Context: an optimization exercise on an open-source flow, tuned for small area and a short achievable clock period. The choices shown serve that exercise and are no tape-out recipe. In this exercise RTL edits were held to simulation tests only and were not proved equivalent to the original. Power figures rest on the tool's default switching activity, not on a simulated workload.

run A:
==> flow/design.v (excerpt) <==
module i2c_eeprom_slave #(
    parameter logic [6:0]  DEV_ADDR  = 7'h50
) (
    input  logic       clk,
    input  logic       rst_n,
    input  logic       i2c_scl,
    input  logic       i2c_sda_in,
    output logic       i2c_sda_oe,
    output logic       busy,
    output logic       wr_valid,
    output logic [7:0] wr_addr,
    output logic [7:0] wr_data
);
clock: 4.5 ns
lec_check: 0
cap_margin: 20
core_margin: 2
core_utilization: 40
cts_buf_list: sky130_fd_sc_hd__clkbuf_16
cts_cluster_diameter: 90
cts_cluster_size: 32
setup_slack_margin: 2.3
slew_margin: 20
run.sh (not shown) runs the stock make flow with config.mk's settings and CLKGATE_MAP_FILE= SYNTH_SCRIPT=/design/flow/synth_recipe.tcl, a recipe that flattens the netlist after the stock synthesis.
diff inputs: run A => run B
--- a/flow/config.mk
+++ b/flow/config.mk
@@ -8,8 +8,9 @@
 export CAP_MARGIN = 20
 export CORE_MARGIN = 2
-export CORE_UTILIZATION = 40
+export CORE_UTILIZATION = 65
 export CTS_BUF_LIST = sky130_fd_sc_hd__clkbuf_16
-export CTS_CLUSTER_DIAMETER = 90
+export CTS_CLUSTER_DIAMETER = 70
 export CTS_CLUSTER_SIZE = 32
+export PLACE_DENSITY = 0.72
 export SETUP_SLACK_MARGIN = 2.3
 export SLEW_MARGIN = 20
==> comparison <==
Run B ran to completion and came out clean on the timing, design-rule and antenna checks.
On clock period minus final worst setup slack: run B sits below run A.
Re setup slack of the most critical reg-to-reg path: run B and run A aren't equal, and the lower value belongs to run B.
The run showing the greater multi-input logic portion of the cell area is run B.
Between run B and run A, the difference in clock skew is negligible.
Relative to run A, portion of total power attributed to the clock network increased by 0.4 points in run B.
Sort run B and run A by post-route fraction of the period consumed by the critical path asc -> top: run B
Relative to run A, the last weighted congestion value of the routability-driven placer of run B is higher by 4.0%.
Re proportion of final cell area spent on non-clock buffers: run B and run A aren't equal, and the higher value belongs to run B.

* * *

Another version of the RTL of i2c_eeprom_slave (not shown whole).
Size: roughly 2100 flip-flops, roughly 23 I/O pins.
clock: 4.5 ns
lec_check: 0
cap_margin: 20
core_margin: 2
core_utilization: 40
cts_buf_list: sky130_fd_sc_hd__clkbuf_16
cts_cluster_diameter: 90
cts_cluster_size: 32
setup_slack_margin: 2.3
slew_margin: 20
Next try:
==> flow/flow/run.sh (new file) <==
#!/bin/bash
set -euo pipefail
export PRE_IO_PLACEMENT_TCL="$PWD/flow/io.tcl"
bash standard.sh finish > standard.log 2>&1
==> flow/flow/io.tcl (new file) <==
# Keep every signal pin except the clock to the middle of the right edge.
set die [ord::get_die_area]
set h [expr {[lindex $die 3] - [lindex $die 1]}]
set lo [expr {int($h / 2 - 50)}]
set hi [expr {int($h / 2 + 50)}]
set pins {}
foreach p [get_ports *] {
  set n [get_full_name $p]
  if {$n ni {clk VDD VSS}} { lappend pins $n }
}
puts "io.tcl: pins $pins on right:$lo-$hi"
set_io_pin_constraint -pin_names $pins -region right:$lo-$hi
==> flow/standard.sh (new file) <==
#!/bin/bash
# synth_recipe.tcl (not shown) runs the flow's synth.tcl, then flattens the netlist and writes it again
# the make line also repeats each setting of config.mk as NAME=value (left out here)
make -C /OpenROAD-flow-scripts/flow DESIGN_CONFIG=/design/flow/config.mk WORK_HOME=/design/flow/orfs CLKGATE_MAP_FILE= SYNTH_SCRIPT=/design/flow/synth_recipe.tcl "${@:-finish}"
removed: flow/run.sh
Area after synthesis is unchanged.
Routed wire length decreases by 0.49%.
Utilization grows by 0.17 points.
Final area grows by 0.39%.
Clock skew drops by 5.2 ps.
Power went up by 0.35%.
Final cell count went up by 0.60%.
Synthesized cell count does not change.
Sequential power hardly moves.
Critical path depth rises by 5.
Worst hold slack improves by 120 ps.
Next try:
==> flow/run.sh (new file) <==
#!/bin/bash
# synth_recipe.tcl (not shown) runs the flow's synth.tcl, then flattens the netlist and writes it again
# the make line also repeats each setting of config.mk as NAME=value (left out here)
make -C /OpenROAD-flow-scripts/flow DESIGN_CONFIG=/design/flow/config.mk WORK_HOME=/design/flow/orfs CLKGATE_MAP_FILE= SYNTH_SCRIPT=/design/flow/synth_recipe.tcl finish
--- a/flow/config.mk
+++ b/flow/config.mk
@@ -10 +10 @@
-export CORE_UTILIZATION = 40
+export CORE_UTILIZATION = 55
removed: flow/flow/run.sh
removed: flow/flow/io.tcl
removed: flow/standard.sh
The changed run finished clean.
Core utilization came out higher by 16 points.
Clock power hardly moves.
Total power hardly moves.
Die area came out lower by about 27%.
Clock skew came out lower by 8.0 ps.
Cell area came out lower by about 1%.

* * *

## zinc
i2c_eeprom_slave, a different RTL version from the one above (not shown whole).
Size: ~2700 cells after synthesis.
Settings: LEC_CHECK=0, CAP_MARGIN=20, CORE_MARGIN=2, CORE_UTILIZATION=40, CTS_BUF_LIST=sky130_fd_sc_hd__clkbuf_16, CTS_CLUSTER_DIAMETER=90, CTS_CLUSTER_SIZE=32, SETUP_SLACK_MARGIN=2.4, SLEW_MARGIN=20; clock period 4.5 ns.
standard.sh (not shown) runs the stock make flow with config.mk's settings and CLKGATE_MAP_FILE= SYNTH_SCRIPT=/design/flow/synth_recipe.tcl, a recipe that flattens the netlist after the stock synthesis.
==> flow/flow/run.sh <==
#!/bin/bash
set -euo pipefail
export PRE_IO_PLACEMENT_TCL="$PWD/flow/io.tcl"
bash standard.sh finish > standard.log 2>&1
==> flow/flow/io.tcl <==
# Keep every signal pin except the clock to the middle of the right edge.
set die [ord::get_die_area]
set h [expr {[lindex $die 3] - [lindex $die 1]}]
set lo [expr {int($h / 2 - 50)}]
set hi [expr {int($h / 2 + 50)}]
set pins {}
foreach p [get_ports *] {
  set n [get_full_name $p]
  if {$n ni {clk VDD VSS}} { lappend pins $n }
}
puts "io.tcl: pins $pins on right:$lo-$hi"
set_io_pin_constraint -pin_names $pins -region right:$lo-$hi
Here is what was changed in the inputs of sierra compared with zinc.
- a change of SETUP_SLACK_MARGIN from 2.4 to 2.3
==> flow/run.sh (new file) <==
#!/bin/bash
# synth_recipe.tcl (not shown) runs the flow's synth.tcl, then flattens the netlist and writes it again
# the make line also repeats each setting of config.mk as NAME=value (left out here)
make -C /OpenROAD-flow-scripts/flow DESIGN_CONFIG=/design/flow/config.mk WORK_HOME=/design/flow/orfs CLKGATE_MAP_FILE= SYNTH_SCRIPT=/design/flow/synth_recipe.tcl finish
removed: flow/flow/run.sh
removed: flow/flow/io.tcl
removed: flow/standard.sh
Notes after the runs:
sierra: number of signal-net buffers in the layout lower than zinc
Area growth from synthesis to layout for sierra is lower than for zinc.
Proportion of cell area spent on the clock network: sierra vs zinc — no meaningful difference
zinc -> sierra: wire length increased slightly
Compared zinc against sierra; total chip power within noise.
The global-route usage was comparable across sierra and zinc.
sierra against zinc; detailed router's first-iteration violation count is up slightly.
Transition time at the pin with the least slew margin, sierra and zinc, higher one = sierra.
Relative to sierra, the following input files were edited for harbor:
==> flow/flow/run.sh (new file) <==
#!/bin/bash
set -euo pipefail
export PRE_IO_PLACEMENT_TCL="$PWD/flow/io.tcl"
bash standard.sh finish > standard.log 2>&1
==> flow/flow/io.tcl (new file) <==
# Keep every signal pin except the clock to the middle of the right edge.
set die [ord::get_die_area]
set h [expr {[lindex $die 3] - [lindex $die 1]}]
set lo [expr {int($h / 2 - 50)}]
set hi [expr {int($h / 2 + 50)}]
set pins {}
foreach p [get_ports *] {
  set n [get_full_name $p]
  if {$n ni {clk VDD VSS}} { lappend pins $n }
}
puts "io.tcl: pins $pins on right:$lo-$hi"
set_io_pin_constraint -pin_names $pins -region right:$lo-$hi
==> flow/standard.sh (new file) <==
#!/bin/bash
# synth_recipe.tcl (not shown) runs the flow's synth.tcl, then flattens the netlist and writes it again
# the make line also repeats each setting of config.mk as NAME=value (left out here)
make -C /OpenROAD-flow-scripts/flow DESIGN_CONFIG=/design/flow/config.mk WORK_HOME=/design/flow/orfs CLKGATE_MAP_FILE= SYNTH_SCRIPT=/design/flow/synth_recipe.tcl "${@:-finish}"
removed: flow/run.sh
--- outcome ---
From sierra to harbor the numbers moved as follows: sequential share of layout area barely changed; layout overhead on the synthesized area flat; routed wire length on met2 increased 910 um; non-filler instance count after layout shows no meaningful change; via count of the first global-routing pass went up.
Compared with sierra, harbor shows a logic depth of the worst setup path including buffers that is 5 lower.
Against sierra as the reference, harbor delivers a higher post-detailed-route via-to-cell ratio.

* * *

i2c_eeprom_slave with an RTL version that a note above also has.
For scale: about 2700 cells after synthesis.
export LEC_CHECK = 0
export CAP_MARGIN = 5
export CORE_MARGIN = 2
export CORE_UTILIZATION = 40
export CTS_BUF_LIST = sky130_fd_sc_hd__clkbuf_16
export CTS_CLUSTER_DIAMETER = 90
export CTS_CLUSTER_SIZE = 32
export SETUP_SLACK_MARGIN = 2.3
export SLEW_MARGIN = 5
create_clock -name core_clock -period 4.5 [get_ports {clk}]
run.sh (not shown) runs the stock make flow with config.mk's settings and CLKGATE_MAP_FILE= SYNTH_SCRIPT=/design/flow/synth_recipe.tcl, a recipe that flattens the netlist after the stock synthesis.
Stock flow here: none of the scripts above is used.
The first run passed the timing, design-rule and antenna checks.
Next try:
Settings changed: CAP_MARGIN 5 to 20, CTS_CLUSTER_DIAMETER 90 to 70, SLEW_MARGIN 5 to 20.
Effect: The changed run ran to the end with no violations; wire length came out higher by 0.31%; flip-flop and latch count stays the same; global-route usage hardly moves; die area stays the same; hold slack loses 0.13 ns; total power climbs by 3.7%; design area rose by 1.1%.
Next try:
==> flow/flow/run.sh (new file) <==
#!/bin/bash
set -euo pipefail
export PRE_IO_PLACEMENT_TCL="$PWD/flow/io.tcl"
bash standard.sh finish > standard.log 2>&1
==> flow/flow/io.tcl (new file) <==
# Keep every signal pin except the clock to the middle of the right edge.
set die [ord::get_die_area]
set h [expr {[lindex $die 3] - [lindex $die 1]}]
set lo [expr {int($h / 2 - 50)}]
set hi [expr {int($h / 2 + 50)}]
set pins {}
foreach p [get_ports *] {
  set n [get_full_name $p]
  if {$n ni {clk VDD VSS}} { lappend pins $n }
}
puts "io.tcl: pins $pins on right:$lo-$hi"
set_io_pin_constraint -pin_names $pins -region right:$lo-$hi
==> flow/standard.sh (new file) <==
#!/bin/bash
# synth_recipe.tcl (not shown) runs the flow's synth.tcl, then flattens the netlist and writes it again
# the make line also repeats each setting of config.mk as NAME=value (left out here)
make -C /OpenROAD-flow-scripts/flow DESIGN_CONFIG=/design/flow/config.mk WORK_HOME=/design/flow/orfs CLKGATE_MAP_FILE= SYNTH_SCRIPT=/design/flow/synth_recipe.tcl "${@:-finish}"
Settings changed: CTS_CLUSTER_DIAMETER 70 to 90, SETUP_SLACK_MARGIN 2.3 to 2.45.
removed: flow/run.sh
Result: Setup slack gets worse by 0.022 ns; via count stays flat; global-route usage falls by 0.32 points; wire length falls by a few percent; fmax falls slightly; sequential share of layout area rises by 0.19 points; die area is unchanged; power falls by a few percent.

-- what the ideal ports hide --
How much do the figures lean on ideal ports? The routed layouts below were timed once more, with nothing changed but the port constraints.
Step 1: set_driving_cell puts a clkbuf_16 on clk and a buf_2 on each other input, an assumption about the parent block.
Step 2, shift: input delay + t, output delay - t, t = (earliest + latest rising clock arrival at the registers) / 2. This alone moves slack from input paths to output paths.
a / b / c = ideal ports / drivers / drivers and shift; a / b = the first two.
| run | shift t [ns] | setup WS [ns] | worst register clock-pin slew, ns | worst slew at a driven data input, ns |
|---|---|---|---|---|
| run A | 0.728 | 2.286 / 2.217 / 2.344 | 0.12 / 0.12 | 0.03 |
| run B | 0.728 | 2.306 / 2.252 / 2.306 | 0.12 / 0.12 | 0.04 |
| the first run of note 2 | 0.731 | 2.293 / 2.226 / 2.341 | 0.12 / 0.12 | 0.06 |
| the second run of note 2 | 0.728 | 2.318 / 2.260 / 2.318 | 0.11 / 0.11 | 0.04 |
| the third run of note 2 | 0.715 | 2.285 / 2.260 / 2.285 | 0.12 / 0.12 | 0.03 |
| zinc | 0.734 | 2.318 / 2.251 / 2.347 | 0.12 / 0.12 | 0.03 |
| sierra | 0.728 | 2.284 / 2.261 / 2.284 | 0.12 / 0.12 | 0.04 |
| harbor | 0.734 | 2.333 / 2.264 / 2.366 | 0.12 / 0.12 | 0.04 |
| the first run of note 4 | 0.731 | 2.293 / 2.226 / 2.341 | 0.12 / 0.12 | 0.06 |
| the second run of note 4 | 0.740 | 2.272 / 2.205 / 2.320 | 0.11 / 0.11 | 0.07 |
| the third run of note 4 | 0.726 | 2.250 / 2.248 / 2.250 | 0.12 / 0.12 | 0.04 |
After both steps setup and hold are still met in every run listed.
